Source: an optimization exercise on an open RTL-to-GDS flow (aim: small area). Production flows keep margins and buffers that such runs may drop. Function was checked by simulation only, so behaviour that the tests miss may differ from the original. Power is estimated from default activity; no workload was simulated.

==> design.v <==
package mips_pkg;
  localparam int DATA_W = 32;
  localparam int REG_ADDR_W = 5;
  localparam int NUM_REGS = 32;
  typedef logic [DATA_W-1:0] word_t;
  typedef logic [REG_ADDR_W-1:0] reg_idx_t;
  localparam reg_idx_t REG_ZERO = 5'd0;
  localparam reg_idx_t REG_SP = 5'd29;
  localparam reg_idx_t REG_RA = 5'd31;
endpackage
module mux2_32
#(
  parameter int W = mips_pkg::DATA_W
) (
  input  logic         sel,
  input  logic [W-1:0] a,
  input  logic [W-1:0] b,
  output logic [W-1:0] y
);
  assign y = sel ? b : a;
endmodule
module rf_ao22 (
  input  logic a1, a2, b1, b2,
  output logic y
);
  assign y = (a1 & a2) | (b1 & b2);
endmodule
module rf_aoi22 (
  input  logic a1, a2, b1, b2,
  output logic y
);
  assign y = ~((a1 & a2) | (b1 & b2));
endmodule
module rf_aoi222 (
  input  logic a1, a2, b1, b2, c1, c2,
  output logic y
);
  assign y = ~((a1 & a2) | (b1 & b2) | (c1 & c2));
endmodule
module rf_nand2 (
  input  logic a, b,
  output logic y
);
  assign y = ~(a & b);
endmodule
module rf_nand3 (
  input  logic a, b, c,
  output logic y
);
  assign y = ~(a & b & c);
endmodule
module rf_nand4 (
  input  logic a, b, c, d,
  output logic y
);
  assign y = ~(a & b & c & d);
endmodule
module rf_or3 (
  input  logic a, b, c,
  output logic y
);
  assign y = a | b | c;
endmodule
module rf_and3 (
  input  logic a, b, c,
  output logic y
);
  assign y = a & b & c;
endmodule
module rf_pre2 (
  input  logic [1:0] a,
  output logic [3:0] y
);
  for (genvar k = 0; k < 4; k++) begin : g_k
    assign y[k] = a == 2'(k);
  end
endmodule
module rf_pre3 (
  input  logic [2:0] a,
  output logic [7:0] y
);
  for (genvar k = 0; k < 8; k++) begin : g_k
    assign y[k] = a == 3'(k);
  end
endmodule
module rf_pre3e (
  input  logic [2:0] a,
  input  logic       en,
  output logic [7:0] y
);
  for (genvar k = 0; k < 8; k++) begin : g_k
    assign y[k] = en && a == 3'(k);
  end
endmodule
module rf_and2 (
  input  logic a, b,
  output logic y
);
  assign y = a & b;
endmodule
module reg32_en
#(
  parameter int W = mips_pkg::DATA_W
) (
  input  logic         clk,
  input  logic         rst_n,
  input  logic         en,
  input  logic [W-1:0] d,
  output logic [W-1:0] q
);
  always_ff @(posedge clk or negedge rst_n)
    if (!rst_n) q <= '0;
    else if (en) q <= d;
endmodule
module mips_register_file #(
  parameter int DATA_W = mips_pkg::DATA_W,
  parameter int ADDR_W = mips_pkg::REG_ADDR_W,
  parameter int NUM_REGS = mips_pkg::NUM_REGS
) (
  input  logic              clk,
  input  logic              rst_n,
  input  logic              reg_write,
  input  logic [ADDR_W-1:0] read_reg1,
  input  logic [ADDR_W-1:0] read_reg2,
  input  logic [ADDR_W-1:0] write_reg,
  input  logic [DATA_W-1:0] write_data,
  output logic [DATA_W-1:0] read_data1,
  output logic [DATA_W-1:0] read_data2
);
  logic [NUM_REGS-1:1][DATA_W-1:0] regs;
  logic [NUM_REGS-1:1][DATA_W-1:0] nxt;
  logic [NUM_REGS-1:1] valid;
  logic [NUM_REGS-1:1] we, we_n;
  logic [3:0] wlo, rlo1, rlo2;
  logic [7:0] whi, rhi1, rhi2;
  rf_pre2 u_wlo (.a(write_reg[1:0]), .y(wlo));
  rf_pre3e u_whi (.a(write_reg[4:2]), .en(reg_write), .y(whi));
  rf_pre2 u_rlo1 (.a(read_reg1[1:0]), .y(rlo1));
  rf_pre3 u_rhi1 (.a(read_reg1[4:2]), .y(rhi1));
  rf_pre2 u_rlo2 (.a(read_reg2[1:0]), .y(rlo2));
  rf_pre3 u_rhi2 (.a(read_reg2[4:2]), .y(rhi2));
  logic [NUM_REGS-1:1] sel1, sel2;
  for (genvar i = 1; i < NUM_REGS; i++) begin : g_reg
    rf_and2 u_we (.a(wlo[i%4]), .b(whi[i/4]), .y(we[i]));
    rf_nand2 u_wen (.a(wlo[i%4]), .b(whi[i/4]), .y(we_n[i]));
    rf_and3 u_s1 (.a(rlo1[i%4]), .b(rhi1[i/4]), .c(valid[i]), .y(sel1[i]));
    rf_and3 u_s2 (.a(rlo2[i%4]), .b(rhi2[i/4]), .c(valid[i]), .y(sel2[i]));
    for (genvar b = 0; b < DATA_W; b++) begin : g_bit
      rf_ao22 u_hold (.a1(we[i]), .a2(write_data[b]), .b1(we_n[i]), .b2(regs[i][b]), .y(nxt[i][b]));
    end
    always_ff @(posedge clk) regs[i] <= nxt[i];
  end
  always_ff @(posedge clk or negedge rst_n)
    if (!rst_n) valid <= '0;
    else valid <= valid | we;
  for (genvar p = 0; p < 2; p++) begin : g_port
    logic [NUM_REGS-1:1] sel;
    logic [DATA_W-1:0] rd;
    assign sel = (p == 0) ? sel1 : sel2;
    for (genvar b = 0; b < DATA_W; b++) begin : g_bit
      logic [10:0] t_n;   
      logic [2:0] t;      
      for (genvar g = 0; g < 10; g++) begin : g_grp
        rf_aoi222 u_g (.a1(sel[3*g+1]), .a2(regs[3*g+1][b]),
                       .b1(sel[3*g+2]), .b2(regs[3*g+2][b]),
                       .c1(sel[3*g+3]), .c2(regs[3*g+3][b]), .y(t_n[g]));
      end
      rf_nand2 u_g31 (.a(sel[31]), .b(regs[31][b]), .y(t_n[10]));
      rf_nand4 u_n0 (.a(t_n[0]), .b(t_n[1]), .c(t_n[2]), .d(t_n[3]), .y(t[0]));
      rf_nand4 u_n1 (.a(t_n[4]), .b(t_n[5]), .c(t_n[6]), .d(t_n[7]), .y(t[1]));
      rf_nand3 u_n2 (.a(t_n[8]), .b(t_n[9]), .c(t_n[10]), .y(t[2]));
      rf_or3 u_o (.a(t[0]), .b(t[1]), .c(t[2]), .y(rd[b]));
    end
    if (p == 0) begin : g_o1
      assign read_data1 = rd;
    end else begin : g_o2
      assign read_data2 = rd;
    end
  end
endmodule
==> flow/run.sh <==
#!/bin/bash
# Layout flow: the standard ORFS flow (standard.sh, unchanged synthesis), with two
# changes: the ports are buffered with buf_2 cells instead of the resizer's default pick,
# and the clock tree is built from clkbuf_4 clusters of up to 9 flip-flops without
# dummy loads. Each tool's log stays under orfs/logs; make's own output goes to make.log.
set -euo pipefail
export BUFFER_PORTS_ARGS="-buffer_cell sky130_fd_sc_hd__buf_2"
export CTS_ARGS="-sink_clustering_enable -repair_clock_nets -dont_use_dummy_load -buf_list sky130_fd_sc_hd__clkbuf_4 -sink_clustering_size 9 -sink_clustering_max_diameter 60"
bash standard.sh > make.log 2>&1
==> standard.sh <==
#!/bin/bash
# synth_recipe.tcl (not shown) runs the flow's synth.tcl, then flattens the netlist and writes it again
# the make line also repeats each setting of config.mk as NAME=value (left out here)
make -C /OpenROAD-flow-scripts/flow DESIGN_CONFIG=/design/flow/config.mk WORK_HOME=/design/flow/orfs CLKGATE_MAP_FILE= SYNTH_SCRIPT=/design/flow/synth_recipe.tcl "${@:-finish}"
==> config.mk <==
export PLATFORM = sky130hd
export DESIGN_NAME = mips_register_file
export DESIGN_NICKNAME = mips_register_file
export VERILOG_FILES = /design/flow/design.v
export SDC_FILE = /design/flow/constraint.sdc
export NUM_CORES = 4
export LEC_CHECK = 0
export CAP_MARGIN = 5
export CORE_MARGIN = 2
export CORE_UTILIZATION = 40
export SETUP_SLACK_MARGIN = 0.1
export SLEW_MARGIN = 5
export SYNTH_HIERARCHICAL = 1
==> constraint.sdc <==
create_clock -name core_clock -period 6.0 [get_ports {clk}]
set_input_delay 1.2000 -clock core_clock [delete_from_list [all_inputs] [get_ports {clk}]]
set_output_delay 1.2000 -clock core_clock [all_outputs]
set_load 0.01 [all_outputs]
==> notes.md <==
die area 99230 um^2; Top Ports between 100 and 150; peak supply drop 0.2092 mV; worst endpoint required time 4.80 ns; maxcap violations 0; TNS Setup 0 ns; core area 96280 um^2; Final nets 3521; Die Wd 315 um; synthesized area 38690 um^2; Slew Viols, Final 0; # clock sinks 1023; Tmin final 5.244 ns; via count 38260; GRT Total Usage a little over a third; Slew headroom 8.811%; CP arrival 4.04 ns; routed length per instance 39.29 um; CTS Hold Bufs 0; Layout area overhead 9.880%; skew final 0 ns; clk root buf clkbuf_4; CP endpoint kind primary output; Worst-path clk slew around 0.11 ns; Die Y-Extent about 320 um; Reg2Reg Setup Slack 5.25 ns; Netlist cell types 23; first-pass GRT wire length 262.6 mm; initial antenna violation count 24; mean post-synth cell area 12.22 um^2; Synth Register Bits ~1000; Tcrit/Tclk final 87.41%; GPL Wtd Cong slightly above 0.9; asr flop ratio synth around 3.0%; Crit Path Class in -> out; Post-Place Setup Slack 0.8846 ns; Post-Syn Nets 3216; status timing/DRC/antenna clean; Post-Route WL 187.1 mm; crit path capture read_data1[30]; largest area contributor in the netlist dfxtp_1; pwr dens 344.1 nW/um^2; clock tree buffer depth 3; Starting Density 40.18%; Post-Syn Instances 3166; leakage roughly 17 nW; CTS buffer count 134; top-area cell type share of the netlist area 51.33%; worst r2r path cells 1; Worst Setup Slack, final 0.7555 ns; multi-input logic area 18250 um^2; final hold vios 0; crit path launch type input port; RSZ-0062 raised after global routing false; port bufs 113; largest net degree at the start of global routing 34; share of post-route cells with drive strength above 1 12.94%; Storage cell area 20630 um^2; worst hold path class in -> async; Synth top cells by count a22o_1 (992), dfxtp_1 (992), a222oi_1 (640), nand4_1 (128), nand2_1 (95); crit path max fanout 32; drt initial violations between 9000 and 10000; top post-synthesis cells by area dfxtp_1 (51%), a22o_1 (22%), a222oi_1 (17%), nand4_1 (2.1%), dfrtp_1 (2.0%); total gr overflow 0; placed cells 4611; number of global-route vias before repair 36190; origin of the worst setup path read_reg1[0]; worst r2r dst valid[4]; First-pass DRT Iterations 14; vias per inst 8.037; Syn. warnings 7; Post-Layout Cell Count 4761; worst hold slack 0.1836 ns; H-Tree Depth 4; worst-margin pin slew 1.368 ns; Achievable Freq 190.7 MHz; HPWL Detailed ~110 mm; ANT nets after route 0; register area share after synthesis a little over half; predominant post-synthesis flop cell dfxtp_1; num rows 114; post_cts resized 0; # DRC 0; Critical R2R Launch valid[4]; Final Setup Violations 0; post-CTS setup buffer count 0; Post-synth EDFFs 0; TritonCTS clock tree done; fillcell total roughly 9000; clock latency (worst-skew pair) 1.07 ns
==> cells by family (layout without fill, tap and decap cells) <==
logic type,count (synthesis),after routing,synth area share [%]
other cells,0,16,0
simple gates,511,511,7.649
compound gates,1632,1632,39.02
buf+inv,0,303,0
flops,1023,1023,53.34
==> metrics by stage <==
step	area (um^2)	power [mW]	utilization [%]
after detailed placement	41460	11.26	43.07
after global placement	41460	11.20	43.07
after global routing	42500	15.16	44.14
after CTS	42470	14.53	44.11
after floorplan	38690	10.34	-
final	42510	14.63	44.15
==> per-layer routing <==
metal / share of wire (%) / GRT usage [%]
met4: 7.2 / 23.57
met5: 0.041 / 0
met1: 37 / 46.76
met2: 41 / 50.61
met3: 15 / 12.45
==> Yosys stat by module, one instance, submodules excluded, a selection <==
module | flops+latches | cells inside | copies in the design
mips_register_file | 1023 | 1054 | 1
rf_and2 | 0 | 1 | 31
rf_and3 | 0 | 1 | 62
rf_aoi222 | 0 | 1 | 640
rf_nand2 | 0 | 1 | 95
rf_nand3 | 0 | 1 | 64
rf_or3 | 0 | 1 | 64
rf_pre2 | 0 | 4 | 3
rf_pre3 | 0 | 8 | 2
rf_pre3e | 0 | 8 | 1
==> flip-flops by register name, indices dropped and copies added, names as in the netlist <==
name   cells
regs     992
valid     31
==> layout make-up <==
class / count / share of cell area (%)
Sequential cell: 1023 / 48.54
Antenna cell: 16 / 0.09418
Clock buffer: 134 / 2.366
Multi-Input combinational cell: 2143 / 42.92
Tap cell: 1276 / 3.756
Timing Repair Buffer: 169 / 2.319
==> report_power, final <==
part           internal (mW)  total, mW  switching [mW]
Sequential              8.15       9.28            1.12
Combinational           1.06       1.98           0.920
Clock                   1.03       3.38            2.35
Total                   10.2       14.6            4.39
==> worst min path at each step <==
stage	to	slack, ns	depth (start not counted)
final	valid[24]	0.18	1
after global routing	valid[24]	0.19	1
after CTS	valid[24]	0.1	1
after detailed placement	valid[12]	0.46	1
after global placement	valid[28]	0.46	1
after floorplan	valid[10]	0.44	1
==> cells in the final DEF, fill, tap and decap left out, types with 56 or more instances in the layout <==
| master | n |
|---|---|
| nand2_1 | 64 |
| clkbuf_4 | 134 |
| nand4_1 | 128 |
| buf_4 | 56 |
| buf_2 | 113 |
| and3_2 | 64 |
| or3_1 | 64 |
| a22o_1 | 992 |
| nand3_1 | 64 |
| dfxtp_1 | 992 |
| a222oi_1 | 640 |
==> worst max-delay path, cell delays in order <==
cell and delay, ns:
buf_2 0.19, nor2b_1 0.48, and3_2 1.15, a222oi_1 0.31, nand4_1 0.21, or3_1 0.29
buf_2 0.19

afterwards: timing with drivers on the ports:
In the flow no input, the clock included, has a driving cell. The finished layout below was timed again as built, in two steps.
Step 1 sets driving cells, clkbuf_16 on the clock port and buf_2 on the other inputs (assumed; they add their load-dependent delay and slew).
Step 2 adds t to the input delays and takes it off the output delays; t is the mean of the earliest and latest rising clock arrival at the registers after step 1. Input paths then give back, and output paths get back, about the clock's delay inside the block.
a / b / c = ideal / step 1 / step 2; a / b = the first two.
t (ns): 1.115
setup slack, ns: 0.756 / 0.734 / 0.734
worst data-port slew with drivers (ns): 0.14
After both steps this run still meets setup and hold. For this run, drivers alone change the setup slack by -0.022 ns; drivers and shift together by -0.022 ns.
